This design comes from an exercise in tuning for small area, a short achievable clock period and few clock cycles per item on the open sky130 flow, not from production work.
The RTL was checked by simulation tests, not by an equivalence proof against the original design.

## sm3_compress
module sm3_compress (
    input  logic         i_clk,
    input  logic         i_rst,
    input  logic         i_start,
    input  logic         i_first_block,
    input  logic         i_extend_valid,
    output logic [7:0]   o_rd_addr0,
    output logic [7:0]   o_rd_addr1,
    input  logic [31:0]  i_rd_data0,
    input  logic [31:0]  i_rd_data1,
    output logic         o_busy,
    output logic [255:0] o_hash,
    output logic         o_hash_valid
);
==> module sm3_compress, before the edit <==
module sm3_compress (
    input  logic         i_clk,
    input  logic         i_rst,
    input  logic         i_start,
    input  logic         i_first_block,
    input  logic         i_extend_valid,
    output logic [7:0]   o_rd_addr0,
    output logic [7:0]   o_rd_addr1,
    input  logic [31:0]  i_rd_data0,
    input  logic [31:0]  i_rd_data1,
    output logic         o_busy,
    output logic [255:0] o_hash,
    output logic         o_hash_valid
);
    localparam logic [255:0] InitVector = {
        32'h7380166F, 32'h4914B2B9, 32'h172442D7, 32'hDA8A0600,
        32'hA96F30BC, 32'h163138AA, 32'hE38DEE4D, 32'hB0FB0E4E
    };
    localparam logic [31:0] TjLow    = 32'h79CC4519;
    localparam logic [31:0] TjHigh16 = 32'h9D8A7A87;   
    function automatic logic [31:0] rotl(input logic [31:0] x, input logic [4:0] n);
        logic [63:0] t;
        t = {x, x} << n;
        rotl = t[63:32];
    endfunction
    function automatic logic [31:0] p0(input logic [31:0] x);
        p0 = x ^ rotl(x, 5'd9) ^ rotl(x, 5'd17);
    endfunction
    function automatic logic [31:0] add_bk(input logic [31:0] x, input logic [31:0] y);
        logic [31:0] g, p;
        g = x & y;
        p = x ^ y;
        for (int d = 1; d < 32; d = d * 2) begin
            for (int i = 2 * d - 1; i < 32; i = i + 2 * d) begin
                g[i] = g[i] | (p[i] & g[i-d]);
                p[i] = p[i] & p[i-d];
            end
        end
        for (int d = 8; d >= 1; d = d / 2) begin
            for (int i = 3 * d - 1; i < 32; i = i + 2 * d) begin
                g[i] = g[i] | (p[i] & g[i-d]);
                p[i] = p[i] & p[i-d];
            end
        end
        add_bk = (x ^ y) ^ {g[30:0], 1'b0};
    endfunction
    function automatic logic [31:0] add_sk(input logic [31:0] x, input logic [31:0] y);
        logic [31:0] g, p, gn, pn;
        g = x & y;
        p = x ^ y;
        for (int d = 1; d < 32; d = d * 2) begin
            gn = g;
            pn = p;
            for (int i = 0; i < 32; i++) begin
                if ((i / d) % 2 == 1) begin
                    gn[i] = g[i] | (p[i] & g[(i / d) * d - 1]);
                    pn[i] = p[i] & p[(i / d) * d - 1];
                end
            end
            g = gn;
            p = pn;
        end
        add_sk = (x ^ y) ^ {g[30:0], 1'b0};
    endfunction
    logic         busy_q, valid_q, have_q, iv_q, low_q;
    logic [5:0]   addr_q;                
    logic [31:0]  tp_q;                  
    logic [31:0]  a_q, b_q, c_q, d_q, e_q, f_q, g_q, h_q;
    logic [31:0]  w_q, wp_q;             
    logic [255:0] hash_q;
    logic         accept, last, iv_now;
    logic [255:0] base, next_state;
    assign iv_now = i_first_block | ~have_q;
    assign accept = ~i_rst & i_start & i_extend_valid & ~busy_q;
    assign last   = busy_q & (addr_q == 6'd0);
    assign base   = iv_now ? InitVector : hash_q;
    logic [31:0] a_rot12, x_s, x_c, ss1, ss2, ff, gg, y, z, tt1, tt2;
    always_comb begin
        a_rot12 = rotl(a_q, 5'd12);
        x_s     = a_rot12 ^ e_q ^ tp_q;
        x_c     = ((a_rot12 & e_q) | (a_rot12 & tp_q) | (e_q & tp_q)) << 1;
        ss1     = rotl(add_sk(x_s, x_c), 5'd7);
        ss2     = ss1 ^ a_rot12;
        if (low_q) begin
            ff = a_q ^ b_q ^ c_q;
            gg = e_q ^ f_q ^ g_q;
        end else begin
            ff = (a_q & b_q) | (a_q & c_q) | (b_q & c_q);
            gg = (e_q & f_q) | (~e_q & g_q);
        end
        y   = add_bk(ff ^ d_q ^ wp_q, ((ff & d_q) | (ff & wp_q) | (d_q & wp_q)) << 1);
        z   = add_bk(gg ^ h_q ^ w_q,  ((gg & h_q) | (gg & w_q)  | (h_q & w_q))  << 1);
        tt1 = add_sk(y, ss2);
        tt2 = add_sk(z, ss1);
        next_state = {tt1, a_q, rotl(b_q, 5'd9), c_q, p0(tt2), e_q, rotl(f_q, 5'd19), g_q};
    end
    always_ff @(posedge i_clk) begin
        if (!busy_q) {a_q, b_q, c_q, d_q, e_q, f_q, g_q, h_q} <= base;
        else         {a_q, b_q, c_q, d_q, e_q, f_q, g_q, h_q} <= next_state;
        w_q  <= i_rd_data0;
        wp_q <= i_rd_data1;
        if (!busy_q)             tp_q <= TjLow;
        else if (addr_q == 6'd16) tp_q <= TjHigh16;
        else                     tp_q <= rotl(tp_q, 5'd1);
        if (!busy_q)             low_q <= 1'b1;
        else if (addr_q == 6'd16) low_q <= 1'b0;
        if (!busy_q) iv_q <= iv_now;
    end
    always_ff @(posedge i_clk) begin
        if (i_rst) begin
            busy_q  <= 1'b0;
            valid_q <= 1'b0;
            have_q  <= 1'b0;
            addr_q  <= 6'd0;
        end else begin
            valid_q <= last;
            if (accept)    busy_q <= 1'b1;
            else if (last) busy_q <= 1'b0;
            if (last) have_q <= 1'b1;
            if (accept)                                           addr_q <= 6'd1;
            else if (busy_q && addr_q != 6'd0 && addr_q != 6'd63) addr_q <= addr_q + 6'd1;
            else                                                  addr_q <= 6'd0;
        end
    end
    logic         keep, set_iv, take;
    assign keep   = ~i_rst & ~(last & iv_q);
    assign set_iv = ~i_rst & last & iv_q;
    assign take   = ~i_rst & last;
    always_ff @(posedge i_clk) begin
        hash_q <= ((hash_q & {256{keep}}) | (InitVector & {256{set_iv}})) ^ (next_state & {256{take}});
    end
    assign o_rd_addr0   = {2'b00, addr_q};
    assign o_rd_addr1   = 8'd68 + {2'b00, addr_q};
    assign o_busy       = busy_q;
    assign o_hash       = hash_q;
    assign o_hash_valid = valid_q;
endmodule
clock: 10.0 ns
lec_check: 0
abc_area: 1
cap_margin: 20
core_margin: 2
core_utilization: 45
setup_slack_margin: 5
slew_margin: 20
standard.sh (not shown) runs the stock make flow with config.mk's settings and CLKGATE_MAP_FILE= SYNTH_SCRIPT=/design/flow/synth_recipe.tcl, a recipe that flattens the netlist after the stock synthesis.
==> flow/flow/run.sh <==
#!/bin/bash
# Own layout flow: the standard layout (standard.sh) with extra make variables.
#  - flow/synth_vars: VAR=value lines used for the synthesis step only
#  - flow/extra_vars: VAR=value lines used for every step
#  - flow/abc.script: if present, replaces ORFS's abc_area.script for synthesis (through a copy
#    of ORFS's scripts folder in the work folder; nothing else in it changes)
# Each make run's full output goes to its own log file in the work folder.
set -euo pipefail
here="$(cd "$(dirname "${BASH_SOURCE[0]}")" && pwd)"
work="$(cd "$here/.." && pwd)"
cd "$work"
readvars() {
  local f="$1"
  [[ -f "$f" ]] || return 0
  while IFS= read -r line; do
    [[ -z "$line" || "$line" == \#* ]] && continue
    printf '%s\0' "$line"
  done < "$f"
}
extra=(); synth=()
while IFS= read -r -d '' v; do extra+=("$v"); done < <(readvars "$here/extra_vars")
while IFS= read -r -d '' v; do synth+=("$v"); done < <(readvars "$here/synth_vars")
if [[ -f "$here/abc.script" ]]; then
  rm -rf "$work/scripts_abc"
  cp -r "$FLOW_HOME/scripts" "$work/scripts_abc"
  cp "$here/abc.script" "$work/scripts_abc/abc_area.script"
  synth+=("SCRIPTS_DIR=$work/scripts_abc")
fi
{
  echo "synthesis variables: ${synth[*]:-none}"
  echo "extra variables: ${extra[*]:-none}"
} | tee "$work/run_sh.log"
bash "$work/standard.sh" "${extra[@]}" "${synth[@]}" synth > "$work/make_synth.log" 2>&1
echo "synthesis done" | tee -a "$work/run_sh.log"
bash "$work/standard.sh" "${extra[@]}" finish > "$work/make_finish.log" 2>&1
echo "layout done" | tee -a "$work/run_sh.log"
==> flow/flow/extra_vars <==
SETUP_SLACK_MARGIN=5.5
BUFFER_PORTS_ARGS=-buffer_cell sky130_fd_sc_hd__buf_1
==> flow/flow/synth_vars <==
ADDER_MAP_FILE=
The first run finished with timing, DRC and antenna clean.
Testbench counts at the start, summed over its fixed seeds: cycles 24,968, blocks 384.
Change:
--- a/flow/design.v
+++ b/flow/design.v
@@ -23,47 +23,27 @@
         t = {x, x} << n;
         rotl = t[63:32];
     endfunction
     function automatic logic [31:0] p0(input logic [31:0] x);
         p0 = x ^ rotl(x, 5'd9) ^ rotl(x, 5'd17);
     endfunction
-    function automatic logic [31:0] add_bk(input logic [31:0] x, input logic [31:0] y);
-        logic [31:0] g, p;
-        g = x & y;
-        p = x ^ y;
-        for (int d = 1; d < 32; d = d * 2) begin
-            for (int i = 2 * d - 1; i < 32; i = i + 2 * d) begin
-                g[i] = g[i] | (p[i] & g[i-d]);
-                p[i] = p[i] & p[i-d];
-            end
-        end
-        for (int d = 8; d >= 1; d = d / 2) begin
-            for (int i = 3 * d - 1; i < 32; i = i + 2 * d) begin
-                g[i] = g[i] | (p[i] & g[i-d]);
-                p[i] = p[i] & p[i-d];
-            end
-        end
-        add_bk = (x ^ y) ^ {g[30:0], 1'b0};
-    endfunction
-    function automatic logic [31:0] add_sk(input logic [31:0] x, input logic [31:0] y);
+    function automatic logic [31:0] add_ks(input logic [31:0] x, input logic [31:0] y);
         logic [31:0] g, p, gn, pn;
         g = x & y;
         p = x ^ y;
         for (int d = 1; d < 32; d = d * 2) begin
             gn = g;
             pn = p;
-            for (int i = 0; i < 32; i++) begin
-                if ((i / d) % 2 == 1) begin
-                    gn[i] = g[i] | (p[i] & g[(i / d) * d - 1]);
-                    pn[i] = p[i] & p[(i / d) * d - 1];
-                end
+            for (int i = d; i < 32; i++) begin
+                gn[i] = g[i] | (p[i] & g[i-d]);
+                pn[i] = p[i] & p[i-d];
             end
             g = gn;
             p = pn;
         end
-        add_sk = (x ^ y) ^ {g[30:0], 1'b0};
+        add_ks = (x ^ y) ^ {g[30:0], 1'b0};
     endfunction
     logic         busy_q, valid_q, have_q, iv_q, low_q;
     logic [5:0]   addr_q;                
     logic [31:0]  tp_q;                  
     logic [31:0]  a_q, b_q, c_q, d_q, e_q, f_q, g_q, h_q;
     logic [31:0]  w_q, wp_q;             
@@ -76,25 +56,25 @@
     assign base   = iv_now ? InitVector : hash_q;
     logic [31:0] a_rot12, x_s, x_c, ss1, ss2, ff, gg, y, z, tt1, tt2;
     always_comb begin
         a_rot12 = rotl(a_q, 5'd12);
         x_s     = a_rot12 ^ e_q ^ tp_q;
         x_c     = ((a_rot12 & e_q) | (a_rot12 & tp_q) | (e_q & tp_q)) << 1;
-        ss1     = rotl(add_sk(x_s, x_c), 5'd7);
+        ss1     = rotl(x_s + x_c, 5'd7);
         ss2     = ss1 ^ a_rot12;
         if (low_q) begin
             ff = a_q ^ b_q ^ c_q;
             gg = e_q ^ f_q ^ g_q;
         end else begin
             ff = (a_q & b_q) | (a_q & c_q) | (b_q & c_q);
             gg = (e_q & f_q) | (~e_q & g_q);
         end
-        y   = add_bk(ff ^ d_q ^ wp_q, ((ff & d_q) | (ff & wp_q) | (d_q & wp_q)) << 1);
-        z   = add_bk(gg ^ h_q ^ w_q,  ((gg & h_q) | (gg & w_q)  | (h_q & w_q))  << 1);
-        tt1 = add_sk(y, ss2);
-        tt2 = add_sk(z, ss1);
+        y   = add_ks(ff ^ d_q ^ wp_q, ((ff & d_q) | (ff & wp_q) | (d_q & wp_q)) << 1);
+        z   = add_ks(gg ^ h_q ^ w_q,  ((gg & h_q) | (gg & w_q)  | (h_q & w_q))  << 1);
+        tt1 = y + ss2;
+        tt2 = z + ss1;
         next_state = {tt1, a_q, rotl(b_q, 5'd9), c_q, p0(tt2), e_q, rotl(f_q, 5'd19), g_q};
     end
     always_ff @(posedge i_clk) begin
         if (!busy_q) {a_q, b_q, c_q, d_q, e_q, f_q, g_q, h_q} <= base;
         else         {a_q, b_q, c_q, d_q, e_q, f_q, g_q, h_q} <= next_state;
         w_q  <= i_rd_data0;
Via count climbs by 24%.
Worst setup slack improves by 91 ps.
Fmax climbs by 2.1%.
Final cell count climbs by 21%.
Count of clock-buffer cells in the layout drops by 2.
Final area climbs by 12%.
Synthesized area climbs by 14%.
Wire length climbs by 29%.
Register-to-register slack improves by 90 ps.
Clock skew climbs by 3.4 ps.
Testbench counts after the change, summed over its fixed seeds: cycles 24,968, blocks 384.

[what the ideal ports hide]
In the flow no input, the clock included, has a driving cell. The finished layouts below were timed again as built, in two steps. Step 1: set_driving_cell puts a clkbuf_16 on i_clk and a buf_2 on each other input, an assumption about the parent block. Step 2 moves the port delays by t, midway between the first and last clock arrival at a register: inputs arrive t later, outputs are due t later. That takes back most of the time a late clock gives input paths. a / b / c = ideal ports / drivers / drivers and shift; a / b = the first two.
run | t, ns | setup slack, ns | pins driven straight from the clock port
the first run | 0.713 | 5.549 / 5.549 / 4.953 | 1
the second run | 0.716 | 5.639 / 5.639 / 5.004 | 1
After both steps setup and hold are still met in every run listed. The setup slack of the second run, which loses most, moves by 0.000 ns with the drivers and by -0.635 ns with both steps.
